From an optimization exercise on the open Yosys and OpenROAD flow, aimed at small area and a short achievable clock period; shortcuts taken in it are not production practice. In this exercise RTL edits were held to simulation tests only and were not proved equivalent to the original. Power and IR drop assume default switching activity.

== run A ==
Design emac_tx_top, start of the top module:
module emac_tx_top (
  input  logic                       tx_clk_i,
  input  logic                       reset_i,
  input  logic                       wr_en_i,
  input  logic                       rd_en_i,
  input  logic [emac_pkg::ADR_W-1:0] adr_i,
  input  emac_pkg::word_t            wr_data_i,
  output emac_pkg::word_t            rd_data_o,
  output logic                       tx_en_o,
  output emac_pkg::byte_t            tx_d_o
);
  logic                           busy;
  logic                           start;
  logic                           buf_push;
  logic                           buf_pop;
  logic [emac_pkg::BUF_CNT_W-1:0] buf_count;
  logic                           fetch_d;
  logic                           load;
  logic                           load_d;
  logic                           sync;
  emac_pkg::byte_t                crc_data;
  emac_pkg::word_t                cur;
  emac_pkg::mac_addr_t            my_mac;
  emac_pkg::mac_addr_t            dst_mac;
  emac_pkg::ether_type_t          ether_type;
  logic                           crc_clear;
  logic                           crc_en;
  emac_pkg::word_t                crc;
  emac_pkg::word_t                crc_next;
  emac_regs i_regs (
    .tx_clk_i     (tx_clk_i),
    .reset_i      (reset_i),
    .wr_en_i      (wr_en_i),
    .rd_en_i      (rd_en_i),
    .adr_i        (adr_i),
    .wr_data_i    (wr_data_i),
    .rd_data_o    (rd_data_o),
    .busy_i       (busy),
    .buf_pop_i    (buf_pop),
    .buf_count_o  (buf_count),
    .buf_push_o   (buf_push),
    .start_o      (start),
    .my_mac_o     (my_mac),
    .dst_mac_o    (dst_mac),
    .ether_type_o (ether_type)
  );
  emac_tx_buffer i_buf (
    .tx_clk_i (tx_clk_i),
    .reset_i  (reset_i),
    .push_i   (buf_push),
    .data_i   (wr_data_i),
    .fetch_d_i (fetch_d),
    .load_i    (load),
    .load_d_i  (load_d),
    .sync_i    (sync),
    .cur_o    (cur)
  );
  emac_crc32 i_crc (
    .tx_clk_i   (tx_clk_i),
  ...
Settings: LEC_CHECK=0, ABC_CLOCK_PERIOD_IN_PS=2400, CAP_MARGIN=20, CORE_MARGIN=2, CORE_UTILIZATION=40, SETUP_SLACK_MARGIN=2.9, SLEW_MARGIN=20; clock period 5.4 ns.
standard.sh (not shown) runs the stock make flow with config.mk's settings and CLKGATE_MAP_FILE= SYNTH_SCRIPT=/design/flow/synth_recipe.tcl, a recipe that flattens the netlist after the stock synthesis.
==> flow/flow/run.sh <==
#!/bin/bash
# Standard layout, with the port buffers made from buf_4 cells instead of
# the default pick, so the fixed input and output delays are not lengthened.
set -o pipefail
cp standard.sh standard.sh.log.txt 2>/dev/null
export BUFFER_PORTS_ARGS="-buffer_cell sky130_fd_sc_hd__buf_4"
bash standard.sh > standard.log 2>&1
Run A did not stop at any stage, and its layout met the timing, design-rule and antenna checks.
Changes in run B relative to run A:
- CORE_UTILIZATION changed from 40 to 55
- SETUP_SLACK_MARGIN changed from 2.9 to 3.1
- CTS_BUF_LIST newly set to sky130_fd_sc_hd__clkbuf_8 sky130_fd_sc_hd__clkbuf_16
- CTS_CLUSTER_SIZE newly set to 24
Notes after the runs:
- The end point of the critical path comes out rd_data_o[14] in one run and rd_data_o[11] in the other, namely in run B and run A respectively.
- As of run B, power after layout had risen slightly compared to run A.
- [compare] base=run A new=run B: number of filler cells placed in the layout -5535, final core utilization went up 18 points.
- Run B: flow completed, timing, DRC and antenna clean
- The busiest metal layer after global routing comes out met1 in one run and met2 in the other, namely in run B and run A respectively.
diff inputs: run B => run C
- removing CTS_CLUSTER_SIZE (formerly 24)
- changing ABC_CLOCK_PERIOD_IN_PS from 2400 to 1500
- removing CTS_BUF_LIST (formerly sky130_fd_sc_hd__clkbuf_8 sky130_fd_sc_hd__clkbuf_16)
- changing CORE_UTILIZATION from 55 to 40
### Flow results
- Changes observed in run C relative to run B: clock-net power has remained practically unchanged, initial antenna violation count has decreased.
- When the final numbers for run C and run B were put side by side, the sequential share of cell area turned out to be smaller in run C.
Input-level comparison between run D and run C:
- ABC_CLOCK_PERIOD_IN_PS: 1500 -> 2400
==> run summary <==
The number of distinct standard cells referenced by the synthesized netlist on run C is in line with that on run D. | worst hold slack | run D vs run C | ≈ equal |. Between run C and run D, the sequential power does not differ in any meaningful way. Looking at run C and run D, the I/O pin total is a wash. Diff run D..run C | quantity of hold-fixing buffers added after cts | unchanged. Between run D and run C, the number of detailed-routing iterations run before antenna repair figures differ only marginally. On total overflow reported by the global router, run C and run D are neck and neck. Run D -> run C: post-route met1 wirelength delta 0, exact match. Reported for run C and run D, wire length of the first global-routing pass turned out identical to the last digit. Area overhead of the layout relative to synthesis: run D vs run C identical.
Here is what was changed in the inputs of run E compared with run D.
- CTS_BUF_LIST newly set to sky130_fd_sc_hd__clkbuf_8
Findings:
Run E vs. run D: number of iterations in the first detailed-routing pass shows a reduction of 3; total detailed-routing wirelength shows an increase of 0.76%; count of multi-input combinational gates shows no meaningful change. Run E vs run D on area of the multi-input gates: run E is the lower one. Re maximum resistive drop on vdd: run D was higher than run E. Compared with run D, run E degrades post-route worst setup slack. The total number of vias of run E was inferior to that of run D. In run E relative to run D, count of clock-buffer cells in the layout had gone up by more than a quarter.

[static timing again, ports no longer ideal]
In the flow no input, the clock included, has a driving cell. The finished layouts below were timed again as built, in two steps.
Step 1: set_driving_cell puts a clkbuf_16 on tx_clk_i and a buf_2 on each other input, an assumption about the parent block.
Step 2 moves the port delays by t, midway between the first and last clock arrival at a register: inputs arrive t later, outputs are due t later. That takes back most of the time a late clock gives input paths.
Three values: ideal ports, drivers, drivers and shift; two values: the first two.
run	t (ns)	slack for setup (ns)	hold slack, ns
run A	0.871	2.879 / 2.806 / 2.076	0.295 / 0.295 / 0.295
run B	0.885	2.883 / 2.810 / 2.140	0.304 / 0.295 / 0.304
run C	0.885	2.889 / 2.807 / 2.123	0.280 / 0.248 / 0.294
run D	0.885	2.889 / 2.807 / 2.123	0.280 / 0.248 / 0.294
run E	1.032	2.739 / 2.671 / 2.012	0.149 / 0.132 / 0.278
After both steps every run listed still meets setup and hold. For run A, which loses most, drivers alone change the setup slack by -0.073 ns; drivers and shift together by -0.803 ns.
